Background: an optimization exercise with open tools, aiming at a short achievable clock period and few clock cycles per item. Do not read the settings as production practice.
RTL that was checked went through simulation tests only; none was proved equivalent to the original.

==> v27 <==
## mult_div_unit
module mult_div_unit
#(
   parameter int WIDTH = MD_WIDTH
) (
   input  logic             clk,
   input  logic             rst,
   input  logic             mult_en_e,
   input  logic             div_en_e,
   input  logic             unsigned_instr_e,
   input  logic             hi_write_e,
   input  logic             lo_write_e,
   input  logic [1:0]       hi_src_e,
   input  logic [1:0]       lo_src_e,
   input  logic [WIDTH-1:0] src_a_e,
   input  logic [WIDTH-1:0] src_b_e,
   output logic [WIDTH-1:0] hi_out,
   output logic [WIDTH-1:0] lo_out,
   output logic             busy,
   output logic             done
);
   localparam int NR = MD_MUL_ROWS;
   localparam int NS = MD_DIV_NS;
   localparam int K  = 2 * NS;         
   localparam int DW = 34 + K;         
   logic [NR*64-1:0] rows_s, rows_q;
   logic [63:0]      prod_s;
   md_mul_stage1 u_mul1 (
      .a    (src_a_e),
      .b    (src_b_e),
      .uns  (unsigned_instr_e),
      .rows (rows_s)
   );
   md_mul_stage2 u_mul2 (
      .rows (rows_q),
      .prod (prod_s)
   );
   logic               sa_s, sb_s;
   logic [31:0]        absa_s, absb_s;
   logic [33:0]        abs3b_s;
   logic               lt_s, bz_s;
   logic [5:0]         lza_s, lzb_s;
   logic [7:0]         sdiff_s;
   logic [7:0]         sh_s;
   logic [5:0]         n_s;
   logic [DW-1:0]      d0_s, t0_s;
   assign sa_s    = ~unsigned_instr_e & src_a_e[31];
   assign sb_s    = ~unsigned_instr_e & src_b_e[31];
   assign absa_s  = sa_s ? (32'd0 - src_a_e) : src_a_e;
   assign absb_s  = sb_s ? (32'd0 - src_b_e) : src_b_e;
   assign abs3b_s = {2'b00, absb_s} + {1'b0, absb_s, 1'b0};
   assign lt_s    = (absa_s < absb_s);
   assign bz_s    = (src_b_e == 32'd0);
   md_lzc32 u_lza (.x(src_a_e ^ {32{sa_s}}), .n(lza_s));
   md_lzc32 u_lzb (.x(src_b_e ^ {32{sb_s}}), .n(lzb_s));
   assign sdiff_s = {2'b00, lzb_s} - {2'b00, lza_s} + {7'd0, sa_s};
   always_comb begin
      n_s = 6'd1;
  ...
==> module mult_div_unit, before the edit <==
module mult_div_unit
#(
   parameter int WIDTH = MD_WIDTH
) (
   input  logic             clk,
   input  logic             rst,
   input  logic             mult_en_e,
   input  logic             div_en_e,
   input  logic             unsigned_instr_e,
   input  logic             hi_write_e,
   input  logic             lo_write_e,
   input  logic [1:0]       hi_src_e,
   input  logic [1:0]       lo_src_e,
   input  logic [WIDTH-1:0] src_a_e,
   input  logic [WIDTH-1:0] src_b_e,
   output logic [WIDTH-1:0] hi_out,
   output logic [WIDTH-1:0] lo_out,
   output logic             busy,
   output logic             done
);
   localparam int NR = MD_MUL_ROWS;
   localparam int NS = MD_DIV_NS;
   localparam int K  = 2 * NS;         
   localparam int DW = 34 + K;         
   logic [NR*64-1:0] rows_s, rows_q;
   logic [63:0]      prod_s;
   md_mul_stage1 u_mul1 (
      .a    (src_a_e),
      .b    (src_b_e),
      .uns  (unsigned_instr_e),
      .rows (rows_s)
   );
   md_mul_stage2 u_mul2 (
      .rows (rows_q),
      .prod (prod_s)
   );
   logic               sa_s, sb_s;
   logic [31:0]        absa_s, absb_s;
   logic [33:0]        abs3b_s;
   logic               lt_s, bz_s;
   logic [5:0]         lza_s, lzb_s;
   logic [7:0]         sdiff_s;
   logic [7:0]         sh_s;
   logic [5:0]         n_s;
   logic [DW-1:0]      d0_s, t0_s;
   assign sa_s    = ~unsigned_instr_e & src_a_e[31];
   assign sb_s    = ~unsigned_instr_e & src_b_e[31];
   assign absa_s  = sa_s ? (32'd0 - src_a_e) : src_a_e;
   assign absb_s  = sb_s ? (32'd0 - src_b_e) : src_b_e;
   assign abs3b_s = {2'b00, absb_s} + {1'b0, absb_s, 1'b0};
   assign lt_s    = (absa_s < absb_s);
   assign bz_s    = (src_b_e == 32'd0);
   md_lzc32 u_lza (.x(src_a_e ^ {32{sa_s}}), .n(lza_s));
   md_lzc32 u_lzb (.x(src_b_e ^ {32{sb_s}}), .n(lzb_s));
   assign sdiff_s = {2'b00, lzb_s} - {2'b00, lza_s} + {7'd0, sa_s};
   always_comb begin
      n_s = 6'd1;
      for (int i = 0; i < 64; i++) begin
         if (sdiff_s[5:0] == 6'(i)) n_s = 6'((i + K) / K);
      end
   end
   assign sh_s = 8'(K) * {2'b00, n_s} - 8'd2;
   assign d0_s = {{(DW-32){1'b0}}, absb_s} << sh_s;
   assign t0_s = {{(DW-34){1'b0}}, abs3b_s} << sh_s;
   logic [31:0]   rem_q, quot_q, rem_n, quot_n;
   logic [DW-1:0] d_q, t_q;
   logic [5:0]    cnt_q;
   logic          neg_r_q, neg_q_q;
   md_divider_core #(.NS(NS), .DW(DW)) u_div_core (
      .rem_i  (rem_q),
      .quot_i (quot_q),
      .d_i    (d_q),
      .t_i    (t_q),
      .rem_o  (rem_n),
      .quot_o (quot_n)
   );
   logic        busy_q, done_q, mode_mul_q;
   logic [31:0] hi_q, lo_q;
   logic        nh_q, nl_q;
   logic [31:0] hi_s, lo_s;
   always_ff @(posedge clk) begin
      rows_q <= rows_s;
      if (!busy_q) begin
         rem_q   <= absa_s;
         quot_q  <= 32'd0;
         d_q     <= d0_s;
         t_q     <= t0_s;
         cnt_q   <= n_s;
         neg_r_q <= sa_s;
         neg_q_q <= sa_s ^ sb_s;
      end else begin
         rem_q  <= rem_n;
         quot_q <= quot_n;
         d_q    <= d_q >> K;
         t_q    <= t_q >> K;
         cnt_q  <= cnt_q - 6'd1;
      end
   end
   always_ff @(posedge clk or posedge rst) begin
      if (rst) begin
         busy_q     <= 1'b0;
         done_q     <= 1'b0;
         mode_mul_q <= 1'b0;
         hi_q       <= 32'd0;
         lo_q       <= 32'd0;
         nh_q       <= 1'b0;
         nl_q       <= 1'b0;
      end else begin
         done_q <= 1'b0;
         if (!busy_q) begin
            if (mult_en_e) begin
               mode_mul_q <= 1'b1;
               done_q     <= 1'b1;
            end else if (div_en_e) begin
               mode_mul_q <= 1'b0;
               if (bz_s || lt_s) begin
                  hi_q   <= src_a_e;
                  lo_q   <= bz_s ? 32'hFFFF_FFFF : 32'd0;
                  nh_q   <= 1'b0;
                  nl_q   <= 1'b0;
                  done_q <= 1'b1;
               end else begin
                  busy_q <= 1'b1;
               end
            end else begin
               mode_mul_q <= 1'b0;
               hi_q <= (hi_write_e && (hi_src_e == NO_MULT_DIV)) ? src_a_e : hi_s;
               lo_q <= (lo_write_e && (lo_src_e == NO_MULT_DIV)) ? src_a_e : lo_s;
               nh_q <= 1'b0;
               nl_q <= 1'b0;
            end
         end else if (cnt_q == 6'd1) begin
            busy_q <= 1'b0;
            done_q <= 1'b1;
            hi_q   <= rem_n;
            lo_q   <= quot_n;
            nh_q   <= neg_r_q;
            nl_q   <= neg_q_q;
         end
      end
   end
   assign hi_s = mode_mul_q ? prod_s[63:32] : ((hi_q ^ {32{nh_q}}) + {31'd0, nh_q});
   assign lo_s = mode_mul_q ? prod_s[31:0]  : ((lo_q ^ {32{nl_q}}) + {31'd0, nl_q});
   assign hi_out = hi_s;
   assign lo_out = lo_s;
   assign busy   = busy_q;
   assign done   = done_q;
endmodule
Settings: LEC_CHECK=0, ABC_CLOCK_PERIOD_IN_PS=3000, CAP_MARGIN=20, CORE_MARGIN=2, CORE_UTILIZATION=40, SETUP_SLACK_MARGIN=5, SLEW_MARGIN=20, TNS_END_PERCENT=100; clock period 11.0 ns.
run.sh (not shown) runs the stock make flow with config.mk's settings and CLKGATE_MAP_FILE= SYNTH_SCRIPT=/design/flow/synth_recipe.tcl, a recipe that flattens the netlist after the stock synthesis.
==> v20: changes against v27 <==
--- a/flow/design.v
+++ b/flow/design.v
@@ -3568,7 +3568,8 @@
    logic               sa_s, sb_s;
    logic [31:0]        absa_s, absb_s;
    logic [33:0]        abs3b_s;
-   logic               lt_s, bz_s;
+   logic               lt_s, bz_s, one_s;
+   logic [31:0]        dif_s;
    logic [5:0]         lza_s, lzb_s;
    logic [7:0]         sdiff_s;
    logic [7:0]         sh_s;
@@ -3580,6 +3581,8 @@
    assign absb_s  = sb_s ? (32'd0 - src_b_e) : src_b_e;
    assign abs3b_s = {2'b00, absb_s} + {1'b0, absb_s, 1'b0};
    assign lt_s    = (absa_s < absb_s);
+   assign one_s   = ~lt_s & ({1'b0, absa_s} < {absb_s, 1'b0});
+   assign dif_s   = absa_s - absb_s;
    assign bz_s    = (src_b_e == 32'd0);
    md_lzc32 u_lza (.x(src_a_e ^ {32{sa_s}}), .n(lza_s));
    md_lzc32 u_lzb (.x(src_b_e ^ {32{sb_s}}), .n(lzb_s));
@@ -3650,6 +3653,12 @@
                   nh_q   <= 1'b0;
                   nl_q   <= 1'b0;
                   done_q <= 1'b1;
+               end else if (one_s) begin
+                  hi_q   <= dif_s;
+                  lo_q   <= 32'd1;
+                  nh_q   <= sa_s;
+                  nl_q   <= sa_s ^ sb_s;
+                  done_q <= 1'b1;
                end else begin
                   busy_q <= 1'b1;
                end
==> v23: changes against v27 <==
--- a/flow/design.v
+++ b/flow/design.v
@@ -3570,7 +3570,7 @@
    logic [33:0]        abs3b_s;
    logic               lt_s, bz_s;
    logic [5:0]         lza_s, lzb_s;
-   logic [7:0]         sdiff_s;
+   logic signed [7:0]  sdiff_s;
    logic [7:0]         sh_s;
    logic [5:0]         n_s;
    logic [DW-1:0]      d0_s, t0_s;
@@ -3583,7 +3583,7 @@
    assign bz_s    = (src_b_e == 32'd0);
    md_lzc32 u_lza (.x(src_a_e ^ {32{sa_s}}), .n(lza_s));
    md_lzc32 u_lzb (.x(src_b_e ^ {32{sb_s}}), .n(lzb_s));
-   assign sdiff_s = {2'b00, lzb_s} - {2'b00, lza_s} + {7'd0, sa_s};
+   assign sdiff_s = $signed({2'b00, lzb_s}) - $signed({2'b00, lza_s}) + $signed({7'd0, sa_s});
    always_comb begin
       n_s = 6'd1;
       for (int i = 0; i < 64; i++) begin
==> summary of the runs <==
- v27 completed without violations. v20 completed without violations. v23 passed the timing, design-rule and antenna checks.
- Between v20 and v23, the lower core utilization is in v23 (gap 0.39 points).
- Clock skew: v23 is higher than v20 (0.036 ns).
- Non-clock buffer count: v23 is lower than v20 (67).
- Against v27, the maximum frequency of v20 is smaller by about 7%.
- Area after synthesis is the same in v27 and v23.
- Of v27 and v20, v20 has the higher critical path depth (gap 1).
- In setup slack, v27 and v23 do not differ.
==> figures <==
Status: v27 timing/DRC/antenna clean; v20 timing/DRC/antenna clean; v23 timing/DRC/antenna clean
CP arrival: v27 4.63 ns; v20 5.12 ns; v23 4.63 ns
Delay contributed by the slowest stage of the critical path: v27 0.54 ns; v20 0.53 ns; v23 0.54 ns
Layout Cell Area excl Fill: v27 86500 sq um; v20 89300 sq um; v23 86500 sq um
Met3 wire length: v27 36.3 mm; v20 34.6 mm; v23 36.3 mm
Placed cell count: v27 10200; v20 10553; v23 10200
Launching element of the worst setup path: v27 rows_q[66]$_DFF_P_; v20 rows_q[130]$_DFF_P_; v23 rows_q[66]$_DFF_P_
Met2 WL: v27 142 mm; v20 148 mm; v23 142 mm
Multi-input gate area: v27 59800 sq um; v20 61900 sq um; v23 59800 sq um
Later-pin clock latency in the skew report: v27 0.71 ns; v20 0.68 ns; v23 0.71 ns
Final area over synthesized area: v27 1.279x; v20 1.292x; v23 1.279x
Worst setup slack after layout: v27 4.17 ns; v20 3.68 ns; v23 4.17 ns
Syn Inst Count: v27 8195; v20 8440; v23 8195
Met1 track demand over resource in global routing: v27 0.449; v20 0.439; v23 0.449
Worst slew margin relative to its limit: v27 0.309; v20 0.236; v23 0.309
Final clock-cell share: v27 0.0207; v20 0.0193; v23 0.0207
Largest net degree at the start of global routing: v27 59; v20 116; v23 59
Vias/cell: v27 6.07; v20 6.09; v23 6.07
Testbench counts of v27, summed over its fixed seeds: cycles 3,946, ops 2,400.
Testbench counts of v20, summed over its fixed seeds: cycles 3,856, ops 2,400.
Only the layout flow was run in v23; the RTL was not checked for function there.

[afterwards: timing with drivers on the ports]
Ports are ideal in the flow. The routed layouts listed here were re-timed in OpenROAD.
Step 1 sets driving cells, clkbuf_16 on the clock port and buf_2 on the other inputs (assumed; they add their load-dependent delay and slew).
Step 2 also shifts input and output timing later by t, the mid clock arrival at the registers, as if the neighbouring blocks saw the same clock.
Three values: ideal ports, drivers, drivers and shift; two values: the first two.
run | t (ns) | setup WS [ns] | latest minus earliest clock arrival (ns) | worst register clock-pin slew, ns
v27 | 0.766 | 4.166 / 4.079 / 3.812 | 0.058 / 0.059 | 0.08 / 0.08
v20 | 0.751 | 3.678 / 3.593 / 3.416 | 0.024 / 0.024 | 0.07 / 0.07
v23 | 0.766 | 4.166 / 4.079 / 3.812 | 0.058 / 0.059 | 0.08 / 0.08
After both steps setup and hold are still met in every run listed.
